Optimization exercise on an open flow, not production practice.
RTL: at most simulated, not proved equivalent.
Function not checked: run 1.
Power: default activity.

==> flow/design.v <==
package lb_pkg;
  typedef logic [32-1:0] lb_addr_t;
  typedef logic [32-1:0] lb_data_t;
endpackage
package capture_pkg;
  typedef logic [32-1:0] event_t;
  typedef logic [8-1:0]  port_t;
  typedef logic [8-1:0] mem_addr_t;
  typedef logic [8:0]   sample_count_t;
  typedef enum logic [1:0] {
    mode_nibbles    = 2'd0,
    mode_side_ad    = 2'd1,
    mode_side_eh    = 2'd2,
    mode_test_count = 2'd3
  } event_mode_t;
  typedef enum logic [1:0] {
    st_idle    = 2'd0,
    st_armed   = 2'd1,
    st_capture = 2'd2,
    st_done    = 2'd3
  } capture_state_t;
endpackage
module event_select (
  input  logic                 clk_200m,
  input  logic                 reset_200m,
  input  capture_pkg::port_t   port_a,
  input  capture_pkg::port_t   port_b,
  input  capture_pkg::port_t   port_c,
  input  capture_pkg::port_t   port_d,
  input  capture_pkg::port_t   port_e,
  input  capture_pkg::port_t   port_f,
  input  capture_pkg::port_t   port_g,
  input  capture_pkg::port_t   port_h,
  input  capture_pkg::event_mode_t mode,
  input  capture_pkg::event_t  trig_mask_next,
  output capture_pkg::event_t  events,
  output logic                 changed,
  output logic                 trig_hit
);
  capture_pkg::port_t  pin_a;
  capture_pkg::port_t  pin_b;
  capture_pkg::port_t  pin_c;
  capture_pkg::port_t  pin_d;
  capture_pkg::port_t  pin_e;
  capture_pkg::port_t  pin_f;
  capture_pkg::port_t  pin_g;
  capture_pkg::port_t  pin_h;
  capture_pkg::event_t test_cnt;
  capture_pkg::event_t ev_next;
  always_ff @(posedge clk_200m) begin
    pin_a <= port_a;
    pin_b <= port_b;
    pin_c <= port_c;
    pin_d <= port_d;
    pin_e <= port_e;
    pin_f <= port_f;
    pin_g <= port_g;
    pin_h <= port_h;
  end
  always_ff @(posedge clk_200m) begin
    if (reset_200m) begin
      test_cnt <= '0;
    end else begin
      test_cnt <= test_cnt + 1'b1;
    end
  end
  always_comb begin
    case (mode)
      capture_pkg::mode_nibbles: begin
        ev_next = {pin_h[3:0], pin_g[3:0], pin_f[3:0], pin_e[3:0],
                   pin_d[3:0], pin_c[3:0], pin_b[3:0], pin_a[3:0]};
      end
      capture_pkg::mode_side_ad: begin
        ev_next = {pin_d, pin_c, pin_b, pin_a};
      end
      capture_pkg::mode_side_eh: begin
        ev_next = {pin_h, pin_g, pin_f, pin_e};
      end
      default: begin
        ev_next = test_cnt;
      end
    endcase
  end
  always_ff @(posedge clk_200m) begin
    events   <= ev_next;
    changed  <= ev_next != events;
    trig_hit <= (trig_mask_next == '0) || ((ev_next & trig_mask_next) != '0);
  end
endmodule
module capture_ctrl (
  input  logic                          clk_200m,
  input  logic                          reset_200m,
  input  logic                          changed,
  input  logic                          trig_hit,
  input  logic                          arm,
  input  lb_pkg::lb_data_t              window,
  output logic                          store_en,
  output capture_pkg::capture_state_t   state,
  output capture_pkg::sample_count_t    stored_count
);
  lb_pkg::lb_data_t           cyc_p1;
  logic                       last_cycle;
  logic                       full;
  assign store_en   = ((state == capture_pkg::st_armed) && trig_hit) ||
                      ((state == capture_pkg::st_capture) && changed);
  assign last_cycle = cyc_p1 >= window;
  assign full       = (stored_count[8-1:0] == '1) && store_en;
  always_ff @(posedge clk_200m) begin
    if (reset_200m) begin
      state        <= capture_pkg::st_idle;
      stored_count <= '0;
    end else begin
      case (state)
        capture_pkg::st_armed: begin
          if (trig_hit) begin
            stored_count <= 1;
            state        <= (window > 1) ? capture_pkg::st_capture : capture_pkg::st_done;
          end
        end
        capture_pkg::st_capture: begin
          stored_count <= stored_count + store_en;
          if (last_cycle || full) begin
            state <= capture_pkg::st_done;
          end
        end
        default: begin
          if (arm) begin
            state        <= capture_pkg::st_armed;
            stored_count <= '0;
          end
        end
      endcase
    end
  end
  always_ff @(posedge clk_200m) begin
    if (state == capture_pkg::st_armed) begin
      cyc_p1 <= 2;
    end else begin
      cyc_p1 <= cyc_p1 + 1'b1;
    end
  end
endmodule
module lb_regs (
  input  logic                         clk_200m,
  input  logic                         reset_200m,
  input  logic                         lb_wr,
  input  logic                         lb_rd,
  input  lb_pkg::lb_addr_t             lb_addr,
  input  lb_pkg::lb_data_t             lb_wr_d,
  output lb_pkg::lb_data_t             lb_rd_d,
  output logic                         lb_rd_rdy,
  output capture_pkg::event_mode_t     mode,
  output logic                         arm,
  output capture_pkg::event_t          trig_mask_next,
  output lb_pkg::lb_data_t             window,
  input  capture_pkg::capture_state_t  state,
  input  capture_pkg::sample_count_t   stored_count,
  output logic                         host_we,
  output capture_pkg::mem_addr_t       mem_addr,
  output logic [3:0]                   rd_lo_sel,
  input  capture_pkg::event_t          mem_rd_d
);
  capture_pkg::event_t    trig_mask;
  lb_pkg::lb_data_t       reg_rd_mux;
  lb_pkg::lb_data_t       status_word;
  logic [7:0]             a;
  logic                   mem_sel;
  logic                   grp_stale;
  logic                   mem_rd_wait;
  assign a       = lb_addr[7:0];
  assign mem_sel = (a == 8'hA0);
  assign host_we = lb_wr && mem_sel;
  assign trig_mask_next = (lb_wr && (a == 8'h94)) ? capture_pkg::event_t'(lb_wr_d) : trig_mask;
  assign rd_lo_sel = lb_wr ? lb_wr_d[3:0] : mem_addr[3:0];
  always_comb begin
    status_word                   = '0;
    status_word[1:0]              = state;
    status_word[4] = 1'b0;
    status_word[31:16]            = 16'(stored_count);
    case (a)
      8'h90:      reg_rd_mux = lb_pkg::lb_data_t'(mode);
      8'h94: reg_rd_mux = lb_pkg::lb_data_t'(trig_mask);
      8'h98:    reg_rd_mux = window;
      8'h9C:  reg_rd_mux = lb_pkg::lb_data_t'(mem_addr);
      8'hA4:    reg_rd_mux = status_word;
      default:        reg_rd_mux = '0;
    endcase
  end
  always_ff @(posedge clk_200m) begin
    if (reset_200m) begin
      mode        <= capture_pkg::mode_nibbles;
      arm         <= 1'b0;
      trig_mask   <= '0;
      window      <= '0;
      mem_addr    <= '0;
      lb_rd_rdy   <= 1'b0;
      grp_stale   <= 1'b0;
      mem_rd_wait <= 1'b0;
    end else begin
      arm         <= 1'b0;
      trig_mask   <= trig_mask_next;
      grp_stale   <= lb_wr && (a != 8'h9C);
      mem_rd_wait <= lb_rd && mem_sel && grp_stale;
      lb_rd_rdy   <= (lb_rd && !(mem_sel && grp_stale)) || mem_rd_wait;
      if (lb_wr) begin
        case (a)
          8'h90: begin
            mode <= capture_pkg::event_mode_t'(lb_wr_d[1:0]);
            arm  <= lb_wr_d[4];
          end
          8'h98:   window   <= lb_wr_d;
          8'h9C: mem_addr <= capture_pkg::mem_addr_t'(lb_wr_d);
          default:       ;
        endcase
      end
    end
  end
  always_ff @(posedge clk_200m) begin
    lb_rd_d <= (mem_sel || mem_rd_wait) ? lb_pkg::lb_data_t'(mem_rd_d) : reg_rd_mux;
  end
endmodule
module mem_arbiter (
  input  capture_pkg::capture_state_t state,
  input  logic                    cap_we,
  input  capture_pkg::mem_addr_t  cap_addr,
  input  capture_pkg::event_t     cap_data,
  input  logic                    host_we,
  input  capture_pkg::mem_addr_t  host_addr,
  input  capture_pkg::event_t     host_wr_d,
  output logic [2**8-1:0] ram_we,
  output capture_pkg::event_t     ram_wr_d
);
  logic capturing;
  assign capturing = (state == capture_pkg::st_armed) || (state == capture_pkg::st_capture);
  for (genvar w = 0; w < 2**8; w++) begin : g_we
    assign ram_we[w] = capturing ? (cap_we && (cap_addr == w)) : (host_we && (host_addr == w));
  end
  assign ram_wr_d = capturing ? cap_data : host_wr_d;
endmodule
module sample_ram (
  input  logic                    clk_200m,
  input  logic [2**8-1:0] ram_we,
  input  capture_pkg::event_t     ram_wr_d,
  input  logic [3:0]              rd_lo_next,
  input  logic [3:0]              rd_hi,
  output capture_pkg::event_t     ram_rd_d
);
  logic [2**8-1:0][32-1:0] words;
  logic [15:0][32-1:0]               part;
  for (genvar w = 0; w < 2**8; w++) begin : g_word
    capture_pkg::event_t q;
    always_ff @(posedge clk_200m) begin
      if (ram_we[w]) begin
        q <= ram_wr_d;
      end
    end
    assign words[w] = q;
  end
  always_ff @(posedge clk_200m) begin
    for (int g = 0; g < 16; g++) begin
      part[g] <= words[{g[3:0], rd_lo_next}];
    end
  end
  assign ram_rd_d = part[rd_hi];
endmodule
module logic_capture_top (
  input  logic                clk_200m,
  input  logic                reset_200m,
  input  capture_pkg::port_t  port_a,
  input  capture_pkg::port_t  port_b,
  input  capture_pkg::port_t  port_c,
  input  capture_pkg::port_t  port_d,
  input  capture_pkg::port_t  port_e,
  input  capture_pkg::port_t  port_f,
  input  capture_pkg::port_t  port_g,
  input  capture_pkg::port_t  port_h,
  input  logic                lb_wr,
  input  logic                lb_rd,
  input  lb_pkg::lb_addr_t    lb_addr,
  input  lb_pkg::lb_data_t    lb_wr_d,
  output lb_pkg::lb_data_t    lb_rd_d,
  output logic                lb_rd_rdy
);
  capture_pkg::event_mode_t    mode;
  capture_pkg::event_t         events;
  lb_pkg::lb_data_t            window;
  logic                        arm;
  capture_pkg::capture_state_t state;
  capture_pkg::sample_count_t  stored_count;
  logic                        store_en;
  logic                        changed;
  logic                        host_we;
  capture_pkg::mem_addr_t      mem_addr;
  logic [3:0]                  rd_lo_sel;
  capture_pkg::event_t         trig_mask_next;
  logic                        trig_hit;
  logic [2**8-1:0]   ram_we;
  capture_pkg::event_t         ram_wr_d;
  capture_pkg::event_t         ram_rd_d;
  event_select u_event_select (
    .clk_200m   (clk_200m),
    .reset_200m (reset_200m),
    .port_a     (port_a),
    .port_b     (port_b),
    .port_c     (port_c),
    .port_d     (port_d),
    .port_e     (port_e),
    .port_f     (port_f),
    .port_g     (port_g),
    .port_h     (port_h),
    .mode       (mode),
    .trig_mask_next (trig_mask_next),
    .events     (events),
    .changed    (changed),
    .trig_hit   (trig_hit)
  );
  capture_ctrl u_capture_ctrl (
    .clk_200m     (clk_200m),
    .reset_200m   (reset_200m),
    .changed      (changed),
    .trig_hit     (trig_hit),
    .arm          (arm),
    .window       (window),
    .store_en     (store_en),
    .state        (state),
    .stored_count (stored_count)
  );
  lb_regs u_lb_regs (
    .clk_200m     (clk_200m),
    .reset_200m   (reset_200m),
    .lb_wr        (lb_wr),
    .lb_rd        (lb_rd),
    .lb_addr      (lb_addr),
    .lb_wr_d      (lb_wr_d),
    .lb_rd_d      (lb_rd_d),
    .lb_rd_rdy    (lb_rd_rdy),
    .mode         (mode),
    .arm          (arm),
    .trig_mask_next (trig_mask_next),
    .window       (window),
    .state        (state),
    .stored_count (stored_count),
    .host_we      (host_we),
    .mem_addr     (mem_addr),
    .rd_lo_sel    (rd_lo_sel),
    .mem_rd_d     (ram_rd_d)
  );
  mem_arbiter u_mem_arbiter (
    .state      (state),
    .cap_we     (store_en),
    .cap_addr   (stored_count[8-1:0]),
    .cap_data   (events),
    .host_we    (host_we),
    .host_addr  (mem_addr),
    .host_wr_d  (lb_wr_d),
    .ram_we     (ram_we),
    .ram_wr_d   (ram_wr_d)
  );
  sample_ram u_sample_ram (
    .clk_200m (clk_200m),
    .ram_we   (ram_we),
    .ram_wr_d (ram_wr_d),
    .rd_lo_next (rd_lo_sel),
    .rd_hi    (mem_addr[7:4]),
    .ram_rd_d (ram_rd_d)
  );
endmodule
==> flow/run.sh <==
#!/bin/bash
# synth_recipe.tcl (not shown) runs the flow's synth.tcl, then flattens the netlist and writes it again
# the make line also repeats each setting of config.mk as NAME=value (left out here)
make -C /OpenROAD-flow-scripts/flow DESIGN_CONFIG=/design/flow/config.mk WORK_HOME=/design/flow/orfs CLKGATE_MAP_FILE= SYNTH_SCRIPT=/design/flow/synth_recipe.tcl finish
==> flow/config.mk <==
export PLATFORM = sky130hd
export DESIGN_NAME = logic_capture_top
export DESIGN_NICKNAME = logic_capture_top
export VERILOG_FILES = /design/flow/design.v
export SDC_FILE = /design/flow/constraint.sdc
export NUM_CORES = 4
export LEC_CHECK = 0
export ABC_CLOCK_PERIOD_IN_PS = 2500
export CAP_MARGIN = 20
export CORE_MARGIN = 2
export CORE_UTILIZATION = 45
export CTS_CLUSTER_DIAMETER = 80
export CTS_CLUSTER_SIZE = 25
export SETUP_SLACK_MARGIN = 3.1
export SLEW_MARGIN = 20
export TNS_END_PERCENT = 10
==> flow/constraint.sdc <==
create_clock -name core_clock -period 6.0 [get_ports {clk_200m}]
set_input_delay 1.2000 -clock core_clock [delete_from_list [all_inputs] [get_ports {clk_200m}]]
set_output_delay 1.2000 -clock core_clock [all_outputs]
set_load 0.01 [all_outputs]
==> flow_metrics.py, run 1 <==
metrics = {
    "status": {
        "outcome": "timing/DRC/antenna clean",
    },
    "synth": {
        "yosysMostFrequentCell": "edfxtp_1",
        "seq_area_frac_synth_pct": 77.30,
        "synthTopCellsByCount": "edfxtp_1, mux4_2, nand2_1",
        "synthXorXnorAreaFrac_pct": 0.2146,
        "synth-compound-area-share_pct": 1.773,
        "synth_area_leaders": "edfxtp_1, mux4_2, dfxtp_1, nand2_1, and3_1",
        "synth.area.mux_share_pct": 15.15,
        "yosys.area_share.adder_pct": 0.1403,
        "synth_largest_area_cell": "edfxtp_1",
        "synth-edff-count": 8192,
        "netlist_area_sq_mm": 0.3388,
        "async_reset_ff_share_pct": 0,
        "ys_types": 58,
        "syn_area_per_cell_sq_um": 20.53,
        "syn_inst": 16501,
        "synth-simple-area-share_pct": 3.964,
        "ys_ff_latch": 8987,
        "synth_top_family_by_area": "multiplexers",
        "synthFlopType": "edfxtp_1",
        "synth_top_area_share_pct": 72.60,
        "yosysWarnings": 4,
        "syn_nets": 16671,
    },
    "cts": {
        "cts-root-buf": "clkbuf_16",
        "cts_buffers": 424,
        "cts_buffer_depth": 4,
        "insertion_delay_ns": 1.17,
        "cts.sinks": 8987,
        "htree_levels": 5,
        "clk_pin_slew_ns": 0.11,
        "cts_tree": "yes",
        "cts_hold_buffers": 0,
    },
    "placement": {
        "gp_congestion": 0.8813,
        "post-place-cells": 26460,
        "hpwlAfterDp_microns": 570800,
        "port_buffers": 140,
        "dpl_cell_area_sq_mm": 0.3631,
    },
    "timing": {
        "tightest_slew_ns": 1.181,
        "finClkSkew_ns": 0.05881,
        "final_max_slew_viol_count": 0,
        "fmax_mhz": 309.5,
        "finalHoldViolCount": 0,
        "final-setup-viol-count": 0,
        "min_period_ns": 3.231,
        "finalSetupTns_ns": 0,
        "whs_ns": 0.4379,
        "period_share_pct": 53.85,
        "slew-limit-headroom_pct": 21.16,
        "rsz0062_at_grt": "true",
    },
    "worst_setup_path": {
        "crit_path_start_kind": "input port",
        "critPathLaunch": "lb_wr_d[17]",
        "cp.required_ns": 7.02,
        "cp_max_fo": 6,
        "critPathCaptureType": "flip-flop",
        "crit_type": "in -> reg",
        "r2r-start": "u_lb_regs.mem_addr[4]$_SDFFE_PP0P_",
        "cp.arrival_ns": 4.25,
    },
    "die": {
        "die_height_microns": 871.7,
        "dieArea_sq_mm": 0.7599,
        "ios": 165,
        "die_w_microns": 871.7,
        "core_sq_mm": 0.7500,
        "num_rows": 318,
        "initial_core_util_pct": 45.18,
    },
    "layout": {
        "areaGrowthSynthToFinish_pct": 12.72,
        "drive_gt1_share_pct": 24.86,
        "postLayoutCellArea_sq_mm": 0.3819,
        "nFillCells": 59027,
        "finalNonFillerCells": 27540,
        "num-nets-final": 17371,
        "utilization_pct": 50.92,
    },
    "pwr": {
        "internal_power_mw": 92.52,
        "p_per_area_mw_per_mm2": 328.5,
        "worst_ir_drop_vdd_mv": 0.2883,
        "pwr-share-clk_pct": 27.6,
        "p_sw_mw": 32.93,
        "leakage_nw": 119.0,
        "combPwrFrac_pct": 12.4,
        "p_seq_share_pct": 60.0,
        "netSwitchingFraction_pct": 26.25,
    },
    "global_routing": {
        "gr-total-overflow": 0,
        "groute.usage.overall_pct": 26.20,
        "grt_max_degree": 135,
        "first_global_vias": 165495,
        "grt_pass1_wl_microns": 1387000,
        "antenna_found_initial": 106,
    },
    "run": {
        "drv_cap": 0,
    },
    "min_path": {
        "min_from": "lb_wr",
        "worst_hold_path_type": "in -> reg",
    },
    "route": {
        "drt_iter0_markers": 25068,
        "via_count": 173175,
        "ant_nets": 0,
        "drtPass1Iterations": 12,
        "drc": 0,
        "vias_per_cell": 6.288,
        "routed_wl_microns": 1025000,
        "wl_per_cell_microns": 37.22,
    },
}
routing by layer:
layer | share of wire [%] | global-route usage, % | vias up
met5 | 0.011 | 0 | -
met4 | 4.6 | 9.902 | 18
met3 | 11 | 5.966 | 1373
met2 | 46 | 40.02 | 9043
met1 | 39 | 37.19 | 94254
li1 | - | - | 68487
cells in the final DEF, fill, tap and decap left out, types with 34 or more instances in the layout:
cell type	count
clkbuf_1	214
inv_1	51
diode_2	55
buf_16	35
a21oi_1	62
mux2_8	37
edfxtp_1	8192
nor2_1	136
o22ai_4	256
o21ai_0	34
buf_4	493
a31oi_1	503
nand2_1	2185
clkbuf_16	450
dfxtp_1	777
mux4_2	2236
xor2_1	40
clkdlybuf4s50_1	92
ha_1	37
xnor2_1	43
nand4_1	38
and3_1	522
buf_12	424
buf_6	86
power groups by stage:
stage	clock, mW	sequential, mW	combinational, mW
finish	34.6	75.3	15.5
floorplan	0	76.6	6.41
CTS	35.1	75.2	15.4
global placement	0	76.7	14.1
detailed placement	0	76.7	14.6
global route	37.0	75.3	16.0
sequential cells by signal, indices dropped and copies added, names as in the netlist, 9 cells and up:
name	flops
u_capture_ctrl.cyc_p1	32
u_capture_ctrl.stored_count	9
u_event_select.events	32
u_event_select.test_cnt	32
u_lb_regs.lb_rd_d	32
u_lb_regs.trig_mask	32
u_lb_regs.window	32
u_sample_ram.g_word.q	8192
u_sample_ram.part	512
layout make-up:
| type | count | area (sq um) | share of cell area (%) |
|---|---|---|---|
| repair buffers | 1218 | 16470 | 4.312 |
| multi-input cells | 6519 | 77340 | 20.25 |
| inverters | 51 | 191.4 | 0.05012 |
| diodes | 55 | 137.6 | 0.03604 |
| clock inverters | 121 | 1478 | 0.3869 |
| well taps | 9920 | 12410 | 3.250 |
| flip-flops and latches | 8987 | 261900 | 68.59 |
| clock buffers | 669 | 11950 | 3.128 |
critical path, cell delays in order:
cell and delay (ns):
clkdlybuf4s50_1 0.96, nor4_1 0.48, nand4_1 0.14, or4_1 0.48, o21ai_0 0.28, nand4_1 0.16
o311ai_2 0.55
repair_timing:
action | in CTS | in global routing
setup endpoints to repair | 15886 | 9300
buffers inserted | 116 | 40
pin swaps | 19 | 10
gates resized for setup | 292 | 144
cloned | 57 | 22
hold endpoints to repair | 0 | 0
stage by stage:
step	setup WS [ns]	power, mW
after CTS	2.672	125.7
after global placement	0.6818	90.79
after detailed placement	0.6807	91.26
after global routing	2.784	128.3
after floorplan	2.101	83.03
final	2.769	125.5
worst paths after layout:
path                                              end  slack (ns)  cells after the start
min reg2reg     u_event_select.test_cnt[0]$_SDFF_PP0_        0.48                      1
min                    u_lb_regs.grp_stale$_SDFF_PP0_        0.44                      3
max reg2reg  u_sample_ram.g_word[200].q[13]$_DFFE_PP_        2.81                      9
max                   u_event_select.trig_hit$_DFF_P_        2.77                      7
logic make-up after synthesis:
| family | after synthesis |
|---|---|
| buffers and inverters | 1023 |
| adders and majority gates | 38 |
| xor gates and xnor gates | 83 |
| DFF | 8987 |
| muxes | 2325 |
| AOI/OAI and AO/OA | 953 |
| and+or+nand+nor | 3092 |
==> inputs of run 2 (changes only) <==
--- a/flow/design.v
+++ b/flow/design.v
@@ -96,40 +96,54 @@
   input  lb_pkg::lb_data_t              window,
   output logic                          store_en,
   output capture_pkg::capture_state_t   state,
-  output capture_pkg::sample_count_t    stored_count
+  output capture_pkg::sample_count_t    stored_count,
+  output logic [15:0]                   count_lo_hot,
+  output logic [15:0]                   count_hi_hot
 );
+  capture_pkg::sample_count_t count_next;
+  capture_pkg::capture_state_t state_next;
   lb_pkg::lb_data_t           cyc_p1;
   logic                       last_cycle;
   logic                       full;
   assign store_en   = ((state == capture_pkg::st_armed) && trig_hit) ||
                       ((state == capture_pkg::st_capture) && changed);
   assign last_cycle = cyc_p1 >= window;
-  assign full       = (stored_count[8-1:0] == '1) && store_en;
+  assign full       = count_lo_hot[15] && count_hi_hot[15] && store_en;
+  always_comb begin
+    state_next = state;
+    count_next = stored_count;
+    case (state)
+      capture_pkg::st_armed: begin
+        if (trig_hit) begin
+          count_next = 1;
+          state_next = (window > 1) ? capture_pkg::st_capture : capture_pkg::st_done;
+        end
+      end
+      capture_pkg::st_capture: begin
+        count_next = stored_count + store_en;
+        if (last_cycle || full) begin
+          state_next = capture_pkg::st_done;
+        end
+      end
+      default: begin
+        if (arm) begin
+          state_next = capture_pkg::st_armed;
+          count_next = '0;
+        end
+      end
+    endcase
+  end
   always_ff @(posedge clk_200m) begin
     if (reset_200m) begin
       state        <= capture_pkg::st_idle;
       stored_count <= '0;
+      count_lo_hot <= 16'd1;
+      count_hi_hot <= 16'd1;
     end else begin
-      case (state)
-        capture_pkg::st_armed: begin
-          if (trig_hit) begin
-            stored_count <= 1;
-            state        <= (window > 1) ? capture_pkg::st_capture : capture_pkg::st_done;
-          end
-        end
-        capture_pkg::st_capture: begin
-          stored_count <= stored_count + store_en;
-          if (last_cycle || full) begin
-            state <= capture_pkg::st_done;
-          end
-        end
-        default: begin
-          if (arm) begin
-            state        <= capture_pkg::st_armed;
-            stored_count <= '0;
-          end
-        end
-      endcase
+      state        <= state_next;
+      stored_count <= count_next;
+      count_lo_hot <= 16'd1 << count_next[3:0];
+      count_hi_hot <= 16'd1 << count_next[7:4];
     end
   end
   always_ff @(posedge clk_200m) begin
@@ -158,6 +172,8 @@
   output logic                         host_we,
   output capture_pkg::mem_addr_t       mem_addr,
   output logic [3:0]                   rd_lo_sel,
+  output logic [15:0]                  mem_lo_hot,
+  output logic [15:0]                  mem_hi_hot,
   input  capture_pkg::event_t          mem_rd_d
 );
   capture_pkg::event_t    trig_mask;
@@ -167,10 +183,12 @@
   logic                   mem_sel;
   logic                   grp_stale;
   logic                   mem_rd_wait;
+  logic [15:0]            wr_lo_hot;
   assign a       = lb_addr[7:0];
   assign mem_sel = (a == 8'hA0);
   assign host_we = lb_wr && mem_sel;
   assign trig_mask_next = (lb_wr && (a == 8'h94)) ? capture_pkg::event_t'(lb_wr_d) : trig_mask;
+  assign wr_lo_hot = 16'd1 << lb_wr_d[3:0];
   assign rd_lo_sel = lb_wr ? lb_wr_d[3:0] : mem_addr[3:0];
   always_comb begin
     status_word                   = '0;
@@ -193,6 +211,8 @@
       trig_mask   <= '0;
       window      <= '0;
       mem_addr    <= '0;
+      mem_lo_hot  <= 16'd1;
+      mem_hi_hot  <= 16'd1;
       lb_rd_rdy   <= 1'b0;
       grp_stale   <= 1'b0;
       mem_rd_wait <= 1'b0;
@@ -209,7 +229,11 @@
             arm  <= lb_wr_d[4];
           end
           8'h98:   window   <= lb_wr_d;
-          8'h9C: mem_addr <= capture_pkg::mem_addr_t'(lb_wr_d);
+          8'h9C: begin
+            mem_addr   <= capture_pkg::mem_addr_t'(lb_wr_d);
+            mem_lo_hot <= wr_lo_hot;
+            mem_hi_hot <= 16'd1 << lb_wr_d[7:4];
+          end
           default:       ;
         endcase
       end
@@ -222,20 +246,26 @@
 module mem_arbiter (
   input  capture_pkg::capture_state_t state,
   input  logic                    cap_we,
-  input  capture_pkg::mem_addr_t  cap_addr,
+  input  logic [15:0]             cap_lo_hot,
+  input  logic [15:0]             cap_hi_hot,
   input  capture_pkg::event_t     cap_data,
   input  logic                    host_we,
-  input  capture_pkg::mem_addr_t  host_addr,
+  input  logic [15:0]             host_lo_hot,
+  input  logic [15:0]             host_hi_hot,
   input  capture_pkg::event_t     host_wr_d,
   output logic [2**8-1:0] ram_we,
   output capture_pkg::event_t     ram_wr_d
 );
-  logic capturing;
+  logic        capturing;
+  logic [15:0] we_lo;
+  logic [15:0] sel_hi;
   assign capturing = (state == capture_pkg::st_armed) || (state == capture_pkg::st_capture);
+  assign ram_wr_d  = capturing ? cap_data : host_wr_d;
+  assign we_lo  = capturing ? (cap_lo_hot & {16{cap_we}}) : (host_lo_hot & {16{host_we}});
+  assign sel_hi = capturing ? cap_hi_hot : host_hi_hot;
   for (genvar w = 0; w < 2**8; w++) begin : g_we
-    assign ram_we[w] = capturing ? (cap_we && (cap_addr == w)) : (host_we && (host_addr == w));
+    assign ram_we[w] = sel_hi[w/16] && we_lo[w%16];
   end
-  assign ram_wr_d = capturing ? cap_data : host_wr_d;
 endmodule
 module sample_ram (
   input  logic                    clk_200m,
@@ -292,6 +322,10 @@
   logic                        host_we;
   capture_pkg::mem_addr_t      mem_addr;
   logic [3:0]                  rd_lo_sel;
+  logic [15:0]                 mem_lo_hot;
+  logic [15:0]                 mem_hi_hot;
+  logic [15:0]                 count_lo_hot;
+  logic [15:0]                 count_hi_hot;
   capture_pkg::event_t         trig_mask_next;
   logic                        trig_hit;
   logic [2**8-1:0]   ram_we;
@@ -323,7 +357,9 @@
     .window       (window),
     .store_en     (store_en),
     .state        (state),
-    .stored_count (stored_count)
+    .stored_count (stored_count),
+    .count_lo_hot (count_lo_hot),
+    .count_hi_hot (count_hi_hot)
   );
   lb_regs u_lb_regs (
     .clk_200m     (clk_200m),
@@ -343,15 +379,19 @@
     .host_we      (host_we),
     .mem_addr     (mem_addr),
     .rd_lo_sel    (rd_lo_sel),
+    .mem_lo_hot   (mem_lo_hot),
+    .mem_hi_hot   (mem_hi_hot),
     .mem_rd_d     (ram_rd_d)
   );
   mem_arbiter u_mem_arbiter (
     .state      (state),
     .cap_we     (store_en),
-    .cap_addr   (stored_count[8-1:0]),
+    .cap_lo_hot (count_lo_hot),
+    .cap_hi_hot (count_hi_hot),
     .cap_data   (events),
     .host_we    (host_we),
-    .host_addr  (mem_addr),
+    .host_lo_hot (mem_lo_hot),
+    .host_hi_hot (mem_hi_hot),
     .host_wr_d  (lb_wr_d),
     .ram_we     (ram_we),
     .ram_wr_d   (ram_wr_d)
==> flow/flow/run.sh (new file) <==
#!/bin/bash
# The standard layout, with plain buffers (not delay cells) on the ports.
set -euo pipefail
bash standard.sh "BUFFER_PORTS_ARGS=-inputs -outputs -buffer_cell sky130_fd_sc_hd__buf_4" finish > make_finish.log 2>&1
==> flow/standard.sh (new file) <==
#!/bin/bash
# synth_recipe.tcl (not shown) runs the flow's synth.tcl, then flattens the netlist and writes it again
# the make line also repeats each setting of config.mk as NAME=value (left out here)
make -C /OpenROAD-flow-scripts/flow DESIGN_CONFIG=/design/flow/config.mk WORK_HOME=/design/flow/orfs CLKGATE_MAP_FILE= SYNTH_SCRIPT=/design/flow/synth_recipe.tcl "${@:-finish}"
removed: flow/run.sh
==> run 2 against run 1 <==
Effect of this change: clock skew decreased by 0.0072 ns; utilization is 0.94 points lower; non-clock buffer count fell by 178; sequential power is 2% lower; die area grew 0.22%; register-to-register slack better by 0.13 ns; critical path depth increased by 4; critical endpoint is now u_sample_ram.g_word[208].q[9]$_DFFE_PP_.
==> flow_metrics.py, run 2 <==
metrics = {
    "status": {
        "outcome": "timing/DRC/antenna clean",
    },
    "placement": {
        "port_buffers": 140,
        "gp_congestion": 0.8810,
        "hpwlAfterDp_microns": 551400,
        "pre_cts_slack_ns": 0.8642,
    },
    "worst_setup_path": {
        "path_buf_inv": 5,
        "cp.required_ns": 6.75,
        "r2r_cells": 6,
        "crit_family": "buffers and inverters",
        "r2r_slack_ns": 2.94,
        "crit_chain": "buf_4 -> nor4b_4 -> nand3b_1 -> nor3_4 -> buf_12 -> and3_4 -> buf_4 -> a22oi_2 -> buf_12 -> nor2_4 -> buf_4",
        "max_stage_delay_ns": 0.50,
        "path_depth": 11,
        "critPathCaptureType": "flip-flop",
        "cp.arrival_ns": 3.90,
        "regToRegEndpoint": "u_lb_regs.lb_rd_d[24]$_DFF_P_",
        "crit_type": "in -> reg",
        "endpoint": "u_sample_ram.g_word[208].q[9]$_DFFE_PP_",
        "r2r-start": "u_lb_regs.mem_addr[4]$_SDFFE_PP0P_",
        "cp_slowest_cell": "buf_4",
        "cp_max_fo": 32,
        "crit_path_start_kind": "input port",
        "critPathLaunch": "lb_addr[6]",
        "crit_path_frequent_cell": "buf_4",
    },
    "synth": {
        "syn_area_per_cell_sq_um": 19.98,
        "synth.area.mux_share_pct": 14.62,
        "ys_types": 64,
        "ys_ff_latch": 9051,
        "synth-edff-count": 8192,
        "yosys.area_share.adder_pct": 0.1400,
        "synth-compound-area-share_pct": 1.562,
        "syn_nets": 17164,
        "synth_largest_area_cell": "edfxtp_1",
        "synth_top_area_share_pct": 72.44,
        "netlist_area_sq_mm": 0.3396,
        "synth_area_leaders": "edfxtp_1, mux4_2, dfxtp_1, nand2_1, and3_1",
        "yosysMostFrequentCell": "edfxtp_1",
        "syn_inst": 16994,
        "synthXorXnorAreaFrac_pct": 0.2321,
        "synth-simple-area-share_pct": 4.675,
        "async_reset_ff_share_pct": 0,
        "synthTopCellsByCount": "edfxtp_1, nand2_1, mux4_2",
        "synth_top_family_by_area": "multiplexers",
        "yosysWarnings": 4,
        "seq_area_frac_synth_pct": 77.51,
        "synthFlopType": "edfxtp_1",
    },
    "run": {
        "drv_cap": 0,
    },
    "timing": {
        "period_share_pct": 52.62,
        "rsz0062_at_grt": "true",
        "min_period_ns": 3.157,
        "final-setup-viol-count": 0,
        "finalHoldViolCount": 0,
        "finClkSkew_ns": 0.05164,
        "fmax_mhz": 316.7,
        "finalSetupTns_ns": 0,
        "final_max_slew_viol_count": 0,
        "fin_ws_ns": 2.843,
        "slew-limit-headroom_pct": 16.20,
        "tightest_slew_ns": 1.257,
    },
    "die": {
        "num_rows": 319,
        "die_w_microns": 872.7,
        "die_height_microns": 872.7,
        "initial_core_util_pct": 45.09,
        "dieArea_sq_mm": 0.7616,
        "ios": 165,
        "core_sq_mm": 0.7532,
    },
    "route": {
        "wl_per_cell_microns": 34.89,
        "drc": 0,
        "ant_nets": 0,
        "via_count": 171742,
        "drtPass1Iterations": 8,
        "vias_per_cell": 6.163,
        "drt_iter0_markers": 25360,
        "routed_wl_microns": 972300,
    },
    "global_routing": {
        "groute.usage.overall_pct": 24.66,
        "gr-total-overflow": 0,
        "grt_pass1_wl_microns": 1324000,
        "antenna_found_initial": 85,
        "first_global_vias": 163366,
        "grt_max_degree": 145,
    },
    "layout": {
        "largest_register_ffs": 8192,
        "num-nets-final": 17674,
        "top_register": "u_sample_ram.g_word.q",
        "largestRegisters": "u_sample_ram.g_word.q x8192, u_sample_ram.part x512",
        "layout_common_cells": "edfxtp_1, nand2_1, mux4_2",
        "areaGrowthSynthToFinish_pct": 10.87,
        "layout.cells.most_common": "edfxtp_1",
        "nFillCells": 60167,
        "drive_gt1_share_pct": 23.18,
    },
    "cts": {
        "cts_buffer_depth": 4,
        "cts-root-buf": "clkbuf_16",
        "clk_pin_slew_ns": 0.10,
        "insertion_delay_ns": 1.10,
        "cts.sinks": 9051,
        "htree_levels": 5,
        "cts_buffers": 422,
        "cts_tree": "yes",
    },
    "pwr": {
        "leakage_nw": 117.3,
        "p_per_area_mw_per_mm2": 321.6,
        "worst_ir_drop_vdd_mv": 0.4997,
    },
    "min_path": {
        "worst_hold_path_type": "in -> reg",
    },
}
[run 2: cell count changes after synthesis, moves of 23 or more]
cell	before	now
nor2_1	143	460
o22ai_1	258	6
nand2_1	2230	2461
buf_4	83	1
a311oi_1	2	79
mux4_2	2236	2162
dfxtp_1	795	859
nand3_1	43	102
buf_6	59	2
clkbuf_1	496	549
buf_1	58	105
buf_2	276	320
nor3_1	9	43
a21oi_1	62	85
[run 2: worst min-delay path by stage]
stage                                                      from                                    end  slack (ns)  cells past startpoint
after floorplan           u_event_select.test_cnt[0]$_SDFF_PP0_  u_event_select.test_cnt[0]$_SDFF_PP0_        0.41                      1
after global placement    u_event_select.test_cnt[0]$_SDFF_PP0_  u_event_select.test_cnt[0]$_SDFF_PP0_        0.42                      1
after detailed placement  u_event_select.test_cnt[0]$_SDFF_PP0_  u_event_select.test_cnt[0]$_SDFF_PP0_        0.43                      1
after CTS                                             port_d[1]        u_event_select.pin_d[1]$_DFF_P_         0.1                      1
after global routing                                  port_g[2]        u_event_select.pin_g[2]$_DFF_P_        0.15                      1
final                                                 port_d[1]        u_event_select.pin_d[1]$_DFF_P_        0.19                      1
[run 2: layout make-up]
class                           count  area, sq um  area share, %
Sequential cell                  9051       263200          69.91
Multi-Input combinational cell   6932        75350          20.01
Tap cell                         9951        12450          3.307
Timing Repair Buffer             1040        12090          3.211
Clock buffer                      676        11900          3.162
Clock inverter                     99         1107         0.2941
Inverter                           57        214.0        0.05683
Antenna cell                       62        155.1        0.04121
[run 2: stage by stage]
stage / hold slack, ns / util, % / instances / power [mW] / instance area [sq um]
after CTS: 0.09684 / 49.87 / 27769 / 121.2 / 375600
after global placement: 0.4242 / 47.84 / 26832 / 87.40 / 360300
final: 0.1862 / 49.99 / 27868 / 121.1 / 376500
after detailed placement: 0.4345 / 47.84 / 26835 / 87.76 / 360300
after global routing: 0.1529 / 49.97 / 27810 / 124.0 / 376300
after floorplan: 0.4098 / - / 16994 / 80.82 / 339700
[run 2: repair_timing]
item,in CTS,in global routing
resized for setup,110,56
hold buffers,0,0
setup endpoints to repair,14415,9864
buffers inserted,144,23
pin swaps,47,3
gates cloned,15,13
[run 2: cell families after synthesis]
| kind of cell | after synthesis |
|---|---|
| flip-flops | 9051 |
| AND/OR/NAND/NOR | 3723 |
| multiplexers | 2250 |
| buffers and inverters | 1034 |
| AO/OA/AOI/OAI | 808 |
| XOR/XNOR | 90 |
| adder cells (fa/ha/maj) | 38 |
[run 2: worst register-to-register path: stages (launching register included)]
cell and delay [ns]:
dfxtp_4 0.40, buf_12 0.16, buf_12 0.31, mux4_2 0.79, mux4_2 0.68, nand2_1 0.12, o21ai_0 0.33
[run 2: routing by layer]
metal	part of all wire, %	wire length [microns]	GRT usage, %	up-vias
li1	-	-	-	69076
met1	40	392500	36.44	93162
met2	46	452100	38.52	8481
met3	9.8	94810	4.034	1017
met4	3.4	32920	6.672	6
met5	0.0042	41	0	-
[run 2: power breakdown]
part / internal (mW) / switching (mW) / leakage [nW]
clock: 14.3 / 19.8 / 6.24
combinational: 2.97 / 10.1 / 30.3
sequential: 73.3 / 0.695 / 80.8
Testbench counts of run 2, summed over its fixed seeds: cycles 17,556, words 8,696.
==> inputs of run 3 (changes only) <==
--- a/flow/design.v
+++ b/flow/design.v
@@ -170,6 +170,7 @@
   input  capture_pkg::capture_state_t  state,
   input  capture_pkg::sample_count_t   stored_count,
   output logic                         host_we,
+  output capture_pkg::event_t          host_wr_d,
   output capture_pkg::mem_addr_t       mem_addr,
   output logic [3:0]                   rd_lo_sel,
   output logic [15:0]                  mem_lo_hot,
@@ -186,14 +187,13 @@
   logic [15:0]            wr_lo_hot;
   assign a       = lb_addr[7:0];
   assign mem_sel = (a == 8'hA0);
-  assign host_we = lb_wr && mem_sel;
   assign trig_mask_next = (lb_wr && (a == 8'h94)) ? capture_pkg::event_t'(lb_wr_d) : trig_mask;
   assign wr_lo_hot = 16'd1 << lb_wr_d[3:0];
   assign rd_lo_sel = lb_wr ? lb_wr_d[3:0] : mem_addr[3:0];
   always_comb begin
     status_word                   = '0;
     status_word[1:0]              = state;
-    status_word[4] = 1'b0;
+    status_word[4] = host_we;
     status_word[31:16]            = 16'(stored_count);
     case (a)
       8'h90:      reg_rd_mux = lb_pkg::lb_data_t'(mode);
@@ -216,7 +216,9 @@
       lb_rd_rdy   <= 1'b0;
       grp_stale   <= 1'b0;
       mem_rd_wait <= 1'b0;
+      host_we     <= 1'b0;
     end else begin
+      host_we     <= lb_wr && mem_sel;
       arm         <= 1'b0;
       trig_mask   <= trig_mask_next;
       grp_stale   <= lb_wr && (a != 8'h9C);
@@ -240,6 +242,7 @@
     end
   end
   always_ff @(posedge clk_200m) begin
+    host_wr_d <= capture_pkg::event_t'(lb_wr_d);
     lb_rd_d <= (mem_sel || mem_rd_wait) ? lb_pkg::lb_data_t'(mem_rd_d) : reg_rd_mux;
   end
 endmodule
@@ -320,6 +323,7 @@
   logic                        store_en;
   logic                        changed;
   logic                        host_we;
+  capture_pkg::event_t         host_wr_d;
   capture_pkg::mem_addr_t      mem_addr;
   logic [3:0]                  rd_lo_sel;
   logic [15:0]                 mem_lo_hot;
@@ -377,6 +381,7 @@
     .state        (state),
     .stored_count (stored_count),
     .host_we      (host_we),
+    .host_wr_d    (host_wr_d),
     .mem_addr     (mem_addr),
     .rd_lo_sel    (rd_lo_sel),
     .mem_lo_hot   (mem_lo_hot),
@@ -392,7 +397,7 @@
     .host_we    (host_we),
     .host_lo_hot (mem_lo_hot),
     .host_hi_hot (mem_hi_hot),
-    .host_wr_d  (lb_wr_d),
+    .host_wr_d  (host_wr_d),
     .ram_we     (ram_we),
     .ram_wr_d   (ram_wr_d)
   );
--- a/flow/config.mk
+++ b/flow/config.mk
@@ -8,7 +8,7 @@
 export ABC_CLOCK_PERIOD_IN_PS = 2500
 export CAP_MARGIN = 20
 export CORE_MARGIN = 2
-export CORE_UTILIZATION = 45
+export CORE_UTILIZATION = 50
 export CTS_CLUSTER_DIAMETER = 80
 export CTS_CLUSTER_SIZE = 25
 export SETUP_SLACK_MARGIN = 3.1
==> run 3 against run 2 <==
Effect of this change: highest routed layer unchanged; combinational power is 52% higher; hold slack got worse by 0.021 ns; critical path type is now reg -> reg; worst setup slack lost 0.12 ns; final cell count shrank 2.4%; first-iteration DRC count down 0.41%; largest power group unchanged; clock-buffer cell count decreased by 69.
==> flow_metrics.py, run 3 <==
metrics = {
    "synth": {
        "syn_area_per_cell_sq_um": 19.96,
        "synth_top_area_share_pct": 72.22,
        "async_reset_ff_share_pct": 0,
        "ys_types": 70,
        "synth_largest_area_cell": "edfxtp_1",
        "synthFlopType": "edfxtp_1",
        "syn_inst": 17064,
        "yosysMostFrequentCell": "edfxtp_1",
        "synth-edff-count": 8192,
        "yosysWarnings": 4,
        "synthTopCellsByCount": "edfxtp_1, nand2_1, mux4_2",
        "seq_area_frac_synth_pct": 77.47,
        "netlist_area_sq_mm": 0.3406,
        "syn_nets": 17234,
        "ys_ff_latch": 9084,
        "synth_area_leaders": "edfxtp_1, mux4_2, dfxtp_1, nand2_1, and3_1",
    },
    "route": {
        "highest_layer": "met5",
        "drtPass1Iterations": 6,
        "met2RoutedLength_microns": 453000,
        "routed_wl_microns": 1002000,
        "wl_met3_microns": 109500,
        "wl_per_cell_microns": 36.82,
        "wl_met1_microns": 398300,
        "drt_iter0_markers": 25257,
        "drc": 0,
        "via_count": 175177,
        "ant_nets": 0,
        "vias_per_cell": 6.438,
    },
    "layout": {
        "largest_register_ffs": 8192,
        "num-nets-final": 17917,
        "drive_gt1_share_pct": 24.66,
        "seq_area_sq_mm": 0.2639,
        "layout_common_cells": "edfxtp_1, nand2_1, mux4_2",
        "layout.cells.most_common": "edfxtp_1",
        "multiInputGateArea_sq_mm": 0.07585,
        "nFillCells": 51041,
        "top_register": "u_sample_ram.g_word.q",
        "largestRegisters": "u_sample_ram.g_word.q x8192, u_sample_ram.part x512",
        "areaGrowthSynthToFinish_pct": 11.29,
    },
    "worst_setup_path": {
        "r2r_slack_ns": 2.73,
        "crit_path_start_kind": "flip-flop",
        "critPathCaptureType": "flip-flop",
        "r2r-start": "u_capture_ctrl.state[0]$_SDFFE_PP0P_",
        "r2r_cells": 7,
        "crit_type": "reg -> reg",
        "cp.required_ns": 6.77,
        "cp_max_fo": 123,
        "cp.arrival_ns": 4.05,
        "regToRegEndpoint": "u_sample_ram.g_word[97].q[7]$_DFFE_PP_",
    },
    "cts": {
        "cts_hold_buffers": 0,
        "cts-root-buf": "clkbuf_16",
        "htree_levels": 5,
        "cts_tree": "yes",
        "insertion_delay_ns": 1.14,
        "cts_buffer_depth": 4,
        "cts.sinks": 9084,
        "cts_buffers": 456,
        "clk_pin_slew_ns": 0.10,
    },
    "global_routing": {
        "groute.usage.overall_pct": 27.77,
        "gr-total-overflow": 0,
        "first_global_vias": 165471,
        "grt_pass1_wl_microns": 1339000,
        "antenna_found_initial": 85,
        "grt_max_degree": 153,
    },
    "die": {
        "die_w_microns": 829.4,
        "initial_core_util_pct": 50.11,
        "ios": 165,
        "num_rows": 303,
        "die_height_microns": 829.4,
        "core_sq_mm": 0.6798,
        "dieArea_sq_mm": 0.6878,
    },
    "timing": {
        "finalHoldViolCount": 0,
        "whs_ns": 0.1654,
        "rsz0062_at_grt": "true",
        "final_max_slew_viol_count": 0,
        "period_share_pct": 54.55,
        "fin_ws_ns": 2.727,
        "tightest_slew_ns": 1.193,
        "finClkSkew_ns": 0.08136,
        "min_period_ns": 3.273,
        "slew-limit-headroom_pct": 20.38,
        "finalSetupTns_ns": 0,
        "final-setup-viol-count": 0,
        "fmax_mhz": 305.5,
    },
    "pwr": {
        "p_per_area_mw_per_mm2": 356.0,
        "worst_ir_drop_vdd_mv": 0.4771,
        "leakage_nw": 119.3,
    },
    "status": {
        "outcome": "timing/DRC/antenna clean",
    },
    "placement": {
        "gp_congestion": 0.8650,
        "pre_cts_slack_ns": 1.262,
        "hpwlAfterDp_microns": 554200,
        "port_buffers": 140,
    },
    "run": {
        "drv_cap": 0,
    },
    "min_path": {
        "min_from": "port_e[5]",
        "whs_path_depth": 1,
        "worst_hold_path_type": "in -> reg",
        "holdPathEnd": "u_event_select.pin_e[5]$_DFF_P_",
    },
}
-- run 3: changes by cell type after synthesis, sizes merged, moves of 23 or more --
cell and change:
nand2 -57, clkbuf +42, nor2 -40, dfxtp +33, nand3 +30, buf -23, o21ai +23
-- run 3: final cells by class --
cell class,count,area share [%]
Inverter,53,0.05248
Clock inverter,244,0.7120
Clock buffer,607,3.234
Multi-Input combinational cell,6971,20.01
Timing Repair Buffer,1181,3.361
Antenna cell,74,0.04885
Sequential cell,9084,69.61
Tap cell,8997,2.970
-- run 3: logic make-up after synthesis --
family | Yosys count | synth area share, %
flip-flops | 9084 | 77.47
AND/OR/NAND/NOR | 3676 | 4.637
multiplexers | 2257 | 14.60
buffers and inverters | 1049 | 1.266
AO/OA/AOI/OAI | 876 | 1.671
XOR/XNOR | 84 | 0.2160
adder cells (fa/ha/maj) | 38 | 0.1396
-- run 3: worst max-delay path by stage --
stage / depth (start not counted) / from / to / slack [ns]
floorplan: 9 / u_capture_ctrl.state[1]$_SDFFE_PP0P_ / u_sample_ram.g_word[100].q[0]$_DFFE_PP_ / 2.21
global placement: 7 / u_capture_ctrl.state[0]$_SDFFE_PP0P_ / u_sample_ram.g_word[48].q[15]$_DFFE_PP_ / 1.27
detailed placement: 9 / u_capture_ctrl.state[0]$_SDFFE_PP0P_ / u_sample_ram.g_word[9].q[16]$_DFFE_PP_ / 1.26
CTS: 9 / lb_wr / u_sample_ram.part[133]$_DFF_P_ / 2.73
global route: 7 / u_capture_ctrl.state[0]$_SDFFE_PP0P_ / u_sample_ram.g_word[96].q[7]$_DFFE_PP_ / 2.76
finish: 7 / u_capture_ctrl.state[0]$_SDFFE_PP0P_ / u_sample_ram.g_word[97].q[7]$_DFFE_PP_ / 2.73
-- run 3: what timing repair did --
action                     4_1_cts  5_1_grt
gates resized for setup        141       78
setup endpoints to repair    16773    10317
gates cloned                    23       35
pin swaps                       46       19
setup buffers                  126      128
-- run 3: where the power goes --
| group | leakage (nW) | internal, mW | switching, mW | total [mW] |
|---|---|---|---|---|
| logic | 31.1 | 3.83 | 15.9 | 19.7 |
| registers | 81.0 | 77.6 | 0.850 | 78.5 |
| clock network | 7.15 | 16.0 | 20.7 | 36.8 |
-- run 3: routing by layer --
metal  global-route usage, %  vias up
met5                       0        -
li1                        -    69892
met4                   8.717       30
met3                   5.711     1316
met1                   41.06    94950
met2                   42.15     8989
-- run 3: stage by stage --
step	std cells	utilization [%]	cell area [sq um]	total power [mW]
final	27211	55.77	379100	134.9
after global routing	27143	55.74	378900	138.1
after floorplan	17064	-	341000	87.09
after CTS	26974	55.42	376700	134.1
after detailed placement	25974	52.89	359500	97.70
after global placement	25961	52.85	359200	97.06
-- run 3: critical path, stage by stage, from the launching register on --
cell	delay [ns]
dfxtp_2	0.38
inv_1	0.08
ha_4	0.32
buf_4	0.14
buf_16	0.10
buf_12	0.34
mux2_8	0.76
buf_12	0.53
Testbench counts of run 3, summed over its fixed seeds: cycles 17,556, words 8,696.
==> inputs of run 4 (changes only) <==
--- a/flow/design.v
+++ b/flow/design.v
@@ -172,7 +172,7 @@
   output logic                         host_we,
   output capture_pkg::event_t          host_wr_d,
   output capture_pkg::mem_addr_t       mem_addr,
-  output logic [3:0]                   rd_lo_sel,
+  output logic [15:0]                  rd_lo_sel,
   output logic [15:0]                  mem_lo_hot,
   output logic [15:0]                  mem_hi_hot,
   input  capture_pkg::event_t          mem_rd_d
@@ -189,7 +189,7 @@
   assign mem_sel = (a == 8'hA0);
   assign trig_mask_next = (lb_wr && (a == 8'h94)) ? capture_pkg::event_t'(lb_wr_d) : trig_mask;
   assign wr_lo_hot = 16'd1 << lb_wr_d[3:0];
-  assign rd_lo_sel = lb_wr ? lb_wr_d[3:0] : mem_addr[3:0];
+  assign rd_lo_sel = lb_wr ? wr_lo_hot : mem_lo_hot;
   always_comb begin
     status_word                   = '0;
     status_word[1:0]              = state;
@@ -274,7 +274,7 @@
   input  logic                    clk_200m,
   input  logic [2**8-1:0] ram_we,
   input  capture_pkg::event_t     ram_wr_d,
-  input  logic [3:0]              rd_lo_next,
+  input  logic [15:0]             rd_lo_next,
   input  logic [3:0]              rd_hi,
   output capture_pkg::event_t     ram_rd_d
 );
@@ -289,11 +289,18 @@
     end
     assign words[w] = q;
   end
-  always_ff @(posedge clk_200m) begin
+  logic [15:0][32-1:0] part_next;
+  always_comb begin
     for (int g = 0; g < 16; g++) begin
-      part[g] <= words[{g[3:0], rd_lo_next}];
+      part_next[g] = '0;
+      for (int i = 0; i < 16; i++) begin
+        part_next[g] = part_next[g] | (words[g*16 + i] & {32{rd_lo_next[i]}});
+      end
     end
   end
+  always_ff @(posedge clk_200m) begin
+    part <= part_next;
+  end
   assign ram_rd_d = part[rd_hi];
 endmodule
 module logic_capture_top (
@@ -325,7 +332,7 @@
   logic                        host_we;
   capture_pkg::event_t         host_wr_d;
   capture_pkg::mem_addr_t      mem_addr;
-  logic [3:0]                  rd_lo_sel;
+  logic [15:0]                 rd_lo_sel;
   logic [15:0]                 mem_lo_hot;
   logic [15:0]                 mem_hi_hot;
   logic [15:0]                 count_lo_hot;
--- a/flow/config.mk
+++ b/flow/config.mk
@@ -7,10 +7,13 @@
 export LEC_CHECK = 0
 export ABC_CLOCK_PERIOD_IN_PS = 2500
 export CAP_MARGIN = 20
+export CELL_PAD_IN_SITES_DETAIL_PLACEMENT = 1
+export CELL_PAD_IN_SITES_GLOBAL_PLACEMENT = 1
 export CORE_MARGIN = 2
-export CORE_UTILIZATION = 50
+export CORE_UTILIZATION = 40
 export CTS_CLUSTER_DIAMETER = 80
 export CTS_CLUSTER_SIZE = 25
+export PLACE_DENSITY = 0.47
 export SETUP_SLACK_MARGIN = 3.1
 export SLEW_MARGIN = 20
 export TNS_END_PERCENT = 10
==> run 4 against run 3 <==
Effect of this change: still clean on timing, DRC and antenna; clock-buffer cell count rose by 52; global-route usage rose by 3.7 points; sequential power fell by 2%; final cell count rose by 4.6%; clock skew rose by 0.0018 ns; power rose by 0.12%; sequential cell count did not move; hold slack got worse by 0.074 ns; largest power group unchanged.
==> flow_metrics.py, run 4 <==
metrics = {
    "cts": {
        "insertion_delay_ns": 1.20,
        "cts_buffers": 541,
        "cts_hold_buffers": 0,
        "cts-root-buf": "clkbuf_16",
        "htree_levels": 6,
        "cts_tree": "yes",
        "clk_pin_slew_ns": 0.09,
        "cts_buffer_depth": 4,
        "cts.sinks": 9084,
    },
    "die": {
        "ios": 165,
        "num_rows": 328,
        "initial_core_util_pct": 40.10,
        "dieArea_sq_mm": 0.8066,
        "die_w_microns": 898.1,
        "core_sq_mm": 0.7974,
        "die_height_microns": 898.1,
    },
    "layout": {
        "largest_register_ffs": 8192,
        "areaGrowthSynthToFinish_pct": 14.91,
        "finalNonFillerCells": 28455,
        "num-nets-final": 17430,
        "largestRegisters": "u_sample_ram.g_word.q x8192, u_sample_ram.part x512",
        "top_register": "u_sample_ram.g_word.q",
        "layout_common_cells": "edfxtp_1, a221oi_1, a22o_1",
        "nFillCells": 72287,
        "drive_gt1_share_pct": 16.98,
        "layout.cells.most_common": "edfxtp_1",
    },
    "synth": {
        "synth-edff-count": 8192,
        "synth_largest_area_cell": "edfxtp_1",
        "syn_nets": 16493,
        "ys_types": 68,
        "synthTopCellsByCount": "edfxtp_1, a221oi_1, a22o_1",
        "yosysWarnings": 4,
        "seq_area_frac_synth_pct": 82.51,
        "netlist_area_sq_mm": 0.3198,
        "synth_area_leaders": "edfxtp_1, a221oi_1, a22o_1, dfxtp_1, mux4_2",
        "synthFlopType": "edfxtp_1",
        "syn_area_per_cell_sq_um": 19.59,
        "ys_ff_latch": 9084,
        "async_reset_ff_share_pct": 0,
        "syn_inst": 16323,
        "yosysMostFrequentCell": "edfxtp_1",
        "synth_top_area_share_pct": 76.93,
    },
    "timing": {
        "period_share_pct": 53.96,
        "finalSetupTns_ns": 0,
        "finalHoldViolCount": 0,
        "rsz0062_at_grt": "true",
        "final_max_slew_viol_count": 0,
        "fmax_mhz": 308.9,
        "finClkSkew_ns": 0.08317,
        "slew-limit-headroom_pct": 10.02,
        "min_period_ns": 3.237,
        "final-setup-viol-count": 0,
        "tightest_slew_ns": 1.350,
    },
    "global_routing": {
        "gr-total-overflow": 0,
        "antenna_found_initial": 187,
        "grt_max_degree": 146,
        "grt_pass1_wl_microns": 1725000,
        "first_global_vias": 181779,
        "groute.usage.overall_pct": 31.51,
    },
    "placement": {
        "hpwlAfterDp_microns": 706100,
        "gp_congestion": 0.8244,
        "post-place-cells": 26765,
        "port_buffers": 140,
    },
    "route": {
        "drtPass1Iterations": 8,
        "wl_per_cell_microns": 47.43,
        "vias_per_cell": 6.595,
        "routed_wl_microns": 1350000,
        "ant_nets": 0,
        "drc": 0,
        "drt_iter0_markers": 27654,
        "via_count": 187661,
    },
    "worst_setup_path": {
        "crit_chain": "inv_1 -> ha_4 -> buf_4 -> buf_16 -> mux2_8 -> buf_12",
        "path_depth": 6,
        "cp.arrival_ns": 3.81,
        "max_stage_delay_ns": 0.59,
        "crit_family": "buffers and inverters",
        "path_buf_inv": 4,
        "cp.required_ns": 6.57,
        "crit_path_start_kind": "flip-flop",
        "r2r_cells": 6,
        "cp_slowest_cell": "mux2_8",
        "crit_type": "reg -> reg",
        "critPathCaptureType": "flip-flop",
        "cp_max_fo": 131,
    },
    "pwr": {
        "p_per_area_mw_per_mm2": 367.7,
        "worst_ir_drop_vdd_mv": 0.3823,
        "leakage_nw": 114.1,
    },
    "min_path": {
        "whs_path_depth": 1,
        "worst_hold_path_type": "in -> reg",
    },
    "run": {
        "drv_cap": 0,
    },
    "status": {
        "outcome": "timing/DRC/antenna clean",
    },
}
run 4: changes by cell type after synthesis, sizes merged, moves of 509 or more:
| cell | change |
|---|---|
| nand2 | -2220 |
| a221oi | +2067 |
| a22o | +2038 |
| mux4 | -1976 |
| a31oi | -516 |
| and3 | -509 |
run 4: path summary, 6_finish.rpt:
path                                      startpoint                                 endpoint  slack (ns)
min reg2reg  u_sample_ram.g_word[75].q[27]$_DFFE_PP_           u_sample_ram.part[155]$_DFF_P_        0.45
max reg2reg     u_capture_ctrl.state[0]$_SDFFE_PP0P_  u_sample_ram.g_word[165].q[4]$_DFFE_PP_        2.76
min                                        port_d[7]          u_event_select.pin_d[7]$_DFF_P_        0.09
max             u_capture_ctrl.state[0]$_SDFFE_PP0P_  u_sample_ram.g_word[165].q[4]$_DFFE_PP_        2.76
run 4: repair_timing:
item | CTS | global route
gates cloned | 32 | 43
resized for setup | 129 | 201
endpoints found under the setup margin | 16785 | 7740
pin swaps | 53 | 60
buffers inserted | 201 | 235
run 4: stage by stage:
stage	hold WS (ns)	utilization (%)	setup slack (ns)	power, mW	area (sq um)
after global placement	0.4572	42.78	1.458	91.25	341100
after floorplan	0.4299	-	2.360	82.59	320200
after detailed placement	0.4651	42.78	1.464	91.96	341200
after CTS	0.01029	45.54	2.572	135.1	363200
final	0.09092	46.08	2.763	135.1	367500
after global routing	0.07461	46.05	2.802	137.7	367200
run 4: area by class of cell:
type | instances | area, sq um | share of cell area (%)
Sequential cell | 9084 | 263900 | 71.82
Multi-Input combinational cell | 6161 | 55010 | 14.97
Timing Repair Buffer | 1411 | 16040 | 4.364
Clock buffer | 659 | 14840 | 4.038
Tap cell | 10560 | 13210 | 3.596
Clock inverter | 341 | 3800 | 1.034
Antenna cell | 178 | 445.4 | 0.1212
Inverter | 61 | 229.0 | 0.06231
run 4: power by group:
| group | internal (mW) | total, mW | switching [mW] | leakage [nW] |
|---|---|---|---|---|
| combinational | 2.59 | 15.3 | 12.8 | 24.1 |
| sequential | 75.7 | 76.9 | 1.14 | 81.0 |
| clock | 20.0 | 42.9 | 22.8 | 8.99 |
run 4: cell families after synthesis:
| logic type | Yosys count | synth area share (%) |
|---|---|---|
| DFF | 9084 | 82.51 |
| muxes | 294 | 1.683 |
| xor gates and xnor gates | 79 | 0.2164 |
| adders and majority gates | 38 | 0.1487 |
| AOI/OAI and AO/OA | 4338 | 11.70 |
| and+or+nand+nor | 1361 | 2.178 |
| buffers and inverters | 1129 | 1.558 |
run 4: worst register-to-register path: stages, from the launching register on:
cell and delay, ns:
dfxtp_4 0.36, inv_1 0.07, ha_4 0.30, buf_4 0.18
buf_16 0.22, mux2_8 0.61, buf_12 0.35
run 4: metal layers:
metal / share of wire [%] / global-route usage [%]
met4: 3.8 / 9.583
met1: 41 / 44.44
met2: 47 / 50.78
met3: 8.3 / 4.911
met5: 0.023 / 0
Testbench counts of run 4, summed over its fixed seeds: cycles 17,556, words 8,696.
==> inputs of run 5 (changes only) <==
--- a/flow/design.v
+++ b/flow/design.v
@@ -170,7 +170,6 @@
   input  capture_pkg::capture_state_t  state,
   input  capture_pkg::sample_count_t   stored_count,
   output logic                         host_we,
-  output capture_pkg::event_t          host_wr_d,
   output capture_pkg::mem_addr_t       mem_addr,
   output logic [15:0]                  rd_lo_sel,
   output logic [15:0]                  mem_lo_hot,
@@ -187,13 +186,14 @@
   logic [15:0]            wr_lo_hot;
   assign a       = lb_addr[7:0];
   assign mem_sel = (a == 8'hA0);
+  assign host_we = lb_wr && mem_sel;
   assign trig_mask_next = (lb_wr && (a == 8'h94)) ? capture_pkg::event_t'(lb_wr_d) : trig_mask;
   assign wr_lo_hot = 16'd1 << lb_wr_d[3:0];
   assign rd_lo_sel = lb_wr ? wr_lo_hot : mem_lo_hot;
   always_comb begin
     status_word                   = '0;
     status_word[1:0]              = state;
-    status_word[4] = host_we;
+    status_word[4] = 1'b0;
     status_word[31:16]            = 16'(stored_count);
     case (a)
       8'h90:      reg_rd_mux = lb_pkg::lb_data_t'(mode);
@@ -216,9 +216,7 @@
       lb_rd_rdy   <= 1'b0;
       grp_stale   <= 1'b0;
       mem_rd_wait <= 1'b0;
-      host_we     <= 1'b0;
     end else begin
-      host_we     <= lb_wr && mem_sel;
       arm         <= 1'b0;
       trig_mask   <= trig_mask_next;
       grp_stale   <= lb_wr && (a != 8'h9C);
@@ -242,7 +240,6 @@
     end
   end
   always_ff @(posedge clk_200m) begin
-    host_wr_d <= capture_pkg::event_t'(lb_wr_d);
     lb_rd_d <= (mem_sel || mem_rd_wait) ? lb_pkg::lb_data_t'(mem_rd_d) : reg_rd_mux;
   end
 endmodule
@@ -330,7 +327,6 @@
   logic                        store_en;
   logic                        changed;
   logic                        host_we;
-  capture_pkg::event_t         host_wr_d;
   capture_pkg::mem_addr_t      mem_addr;
   logic [15:0]                 rd_lo_sel;
   logic [15:0]                 mem_lo_hot;
@@ -388,7 +384,6 @@
     .state        (state),
     .stored_count (stored_count),
     .host_we      (host_we),
-    .host_wr_d    (host_wr_d),
     .mem_addr     (mem_addr),
     .rd_lo_sel    (rd_lo_sel),
     .mem_lo_hot   (mem_lo_hot),
@@ -404,7 +399,7 @@
     .host_we    (host_we),
     .host_lo_hot (mem_lo_hot),
     .host_hi_hot (mem_hi_hot),
-    .host_wr_d  (host_wr_d),
+    .host_wr_d  (lb_wr_d),
     .ram_we     (ram_we),
     .ram_wr_d   (ram_wr_d)
   );
--- a/flow/config.mk
+++ b/flow/config.mk
@@ -10,10 +10,10 @@
 export CELL_PAD_IN_SITES_DETAIL_PLACEMENT = 1
 export CELL_PAD_IN_SITES_GLOBAL_PLACEMENT = 1
 export CORE_MARGIN = 2
-export CORE_UTILIZATION = 40
+export CORE_UTILIZATION = 38
 export CTS_CLUSTER_DIAMETER = 80
 export CTS_CLUSTER_SIZE = 25
-export PLACE_DENSITY = 0.47
+export PLACE_DENSITY = 0.45
 export SETUP_SLACK_MARGIN = 3.1
 export SLEW_MARGIN = 20
 export TNS_END_PERCENT = 10
==> run 5 against run 4 <==
Effect of this change: largest cell class unchanged; final cell count is 1.8% higher; clock-buffer cell count is 12 lower; critical endpoint is now u_sample_ram.part[468]$_DFF_P_; global-route usage is 0.72 points lower; power is 3.8% lower; still clean.
==> flow_metrics.py, run 5 <==
metrics = {
    "worst_setup_path": {
        "max_stage_delay_ns": 0.42,
        "cp.required_ns": 6.87,
        "cp_max_fo": 31,
        "cp.arrival_ns": 4.11,
        "r2r-start": "u_capture_ctrl.state[0]$_SDFFE_PP0P_",
        "crit_chain": "buf_16 -> nand2b_4 -> nor2_2 -> mux2_8 -> buf_16 -> buf_16 -> buf_12 -> a22o_1 -> a221oi_1 -> nand4_1",
        "crit_path_start_kind": "input port",
        "crit_type": "in -> reg",
        "cp_slowest_cell": "buf_16",
        "regToRegEndpoint": "u_sample_ram.g_word[175].q[12]$_DFFE_PP_",
    },
    "pwr": {
        "leakage_nw": 114.7,
        "p_per_area_mw_per_mm2": 351.3,
        "combPwrFrac_pct": 9.3,
        "p_seq_share_pct": 57.4,
        "worst_ir_drop_vdd_mv": 0.3673,
    },
    "synth": {
        "netlist_area_sq_mm": 0.3188,
        "synth_largest_area_cell": "edfxtp_1",
        "yosysWarnings": 4,
        "syn_nets": 16453,
        "synthTopCellsByCount": "edfxtp_1, a221oi_1, a22o_1",
        "ys_types": 61,
        "syn_inst": 16283,
        "synthFlopType": "edfxtp_1",
        "syn_area_per_cell_sq_um": 19.58,
        "async_reset_ff_share_pct": 0,
    },
    "cts": {
        "cts_hold_buffers": 0,
        "cts-root-buf": "clkbuf_16",
        "htree_levels": 6,
        "cts_buffers": 551,
        "insertion_delay_ns": 1.14,
        "cts_tree": "yes",
        "cts.sinks": 9051,
    },
    "layout": {
        "seq_area_sq_mm": 0.2632,
        "multiInputGateArea_sq_mm": 0.05492,
        "top_register": "u_sample_ram.g_word.q",
        "layout_common_cells": "edfxtp_1, a221oi_1, a22o_1",
        "num-nets-final": 17420,
        "largest_register_ffs": 8192,
        "drive_gt1_share_pct": 17.20,
        "areaGrowthSynthToFinish_pct": 16.01,
        "layout.cells.most_common": "edfxtp_1",
        "nFillCells": 76594,
    },
    "min_path": {
        "min_from": "port_g[4]",
        "worst_hold_path_type": "in -> reg",
        "holdPathEnd": "u_event_select.pin_g[4]$_DFF_P_",
        "whs_path_depth": 1,
    },
    "timing": {
        "min_period_ns": 3.246,
        "period_share_pct": 54.09,
        "fmax_mhz": 308.1,
        "final-setup-viol-count": 0,
        "rsz0062_at_grt": "true",
    },
    "route": {
        "ant_nets": 0,
        "vias_per_cell": 6.411,
        "via_count": 185752,
        "drt_iter0_markers": 27116,
        "routed_wl_microns": 1360000,
        "wl_per_cell_microns": 46.93,
    },
    "die": {
        "initial_core_util_pct": 38.11,
        "core_sq_mm": 0.8366,
        "die_height_microns": 919.9,
    },
    "placement": {
        "post-place-cells": 27462,
        "port_buffers": 140,
        "gp_congestion": 0.8090,
    },
    "global_routing": {
        "groute.usage.overall_pct": 30.79,
        "antenna_found_initial": 192,
        "grt_max_degree": 131,
        "grt_pass1_wl_microns": 1759000,
        "first_global_vias": 180960,
        "gr-total-overflow": 0,
    },
    "run": {
        "drv_cap": 0,
    },
    "status": {
        "outcome": "timing/DRC/antenna clean",
    },
}
-- run 5: changes by cell type in the layout (fill, tap and decap cells not counted), sizes merged, moves of 4 or more --
cell | before | now
diode | 178 | 125
dfxtp | 892 | 859
buf | 1393 | 1409
clkinv | 126 | 136
mux2 | 109 | 99
a21oi | 100 | 91
bufinv | 38 | 45
nor2b | 26 | 19
inv | 189 | 183
nor2 | 446 | 452
o22ai | 3 | 8
a32oi | 4 | 0
nand2b | 14 | 18
or3 | 17 | 13
-- run 5: worst max-delay path by stage --
stage / startpoint / end / slack, ns / depth (start not counted)
finish: lb_wr_d[2] / u_sample_ram.part[468]$_DFF_P_ / 2.75 / 10
floorplan: lb_addr[6] / u_sample_ram.g_word[100].q[0]$_DFFE_PP_ / 1.59 / 9
global placement: lb_addr[6] / u_sample_ram.g_word[180].q[29]$_DFFE_PP_ / 0.50 / 9
detailed placement: lb_addr[6] / u_sample_ram.g_word[10].q[18]$_DFFE_PP_ / 0.76 / 11
global route: u_capture_ctrl.state[0]$_SDFFE_PP0P_ / u_sample_ram.g_word[239].q[11]$_DFFE_PP_ / 2.81 / 5
CTS: u_lb_regs.mem_addr[5]$_SDFFE_PP0P_ / u_lb_regs.lb_rd_d[17]$_DFF_P_ / 2.84 / 5
-- run 5: power groups by stage --
stage | Clock (mW) | Combinational, mW | Sequential (mW)
floorplan | 0 | 4.04 | 75.6
global placement | 0 | 10.7 | 75.9
detailed placement | 0 | 11.2 | 75.9
CTS | 44.0 | 11.9 | 74.5
global route | 46.0 | 12.3 | 74.5
finish | 43.4 | 12.0 | 74.5
-- run 5: repair_timing --
item,CTS,global route
gates cloned,63,33
gates resized for setup,168,203
pin swaps,43,42
setup endpoints to repair,14752,9058
setup buffers,155,138
-- run 5: kinds of logic (layout without fill, tap and decap cells) --
kind of cell | after synthesis | count (layout) | synth area share, %
flip-flops | 9051 | 9051 | 82.56
AO/OA/AOI/OAI | 4327 | 4327 | 11.73
multiplexers | 293 | 334 | 1.690
adder cells (fa/ha/maj) | 38 | 38 | 0.1491
AND/OR/NAND/NOR | 1369 | 1369 | 2.203
other | 0 | 125 | 0
buffers and inverters | 1124 | 2496 | 1.450
XOR/XNOR | 81 | 81 | 0.2225
-- run 5: stage by stage --
stage	utilization, %	instance area [sq um]	worst slack, ns	power, mW	hold WS [ns]
after floorplan	-	318900	1.593	79.62	0.4294
after global placement	41.06	343500	0.5025	86.62	0.4448
after detailed placement	41.09	343700	0.7561	87.11	0.4537
after CTS	43.83	366700	2.837	130.3	0.07311
after global routing	44.19	369700	2.813	132.7	0.1150
final	44.21	369900	2.754	129.9	0.1768
-- run 5: area by class of cell --
type | instances | area share [%]
Sequential cell | 9051 | 71.17
Tap cell | 11154 | 3.773
Multi-Input combinational cell | 6149 | 14.85
Antenna cell | 125 | 0.08457
Timing Repair Buffer | 1439 | 4.907
Inverter | 58 | 0.05886
Clock inverter | 352 | 1.111
Clock buffer | 647 | 4.047
-- run 5: per-layer routing --
layer	vias up	part of all wire (%)	track usage (%)
met1	103830	42	44.10
met3	1427	7.9	4.845
met4	36	3.4	8.601
met2	8780	46	49.11
li1	71679	-	-
met5	-	0.018	0
Testbench counts of run 5, summed over its fixed seeds: cycles 17,556, words 8,696.
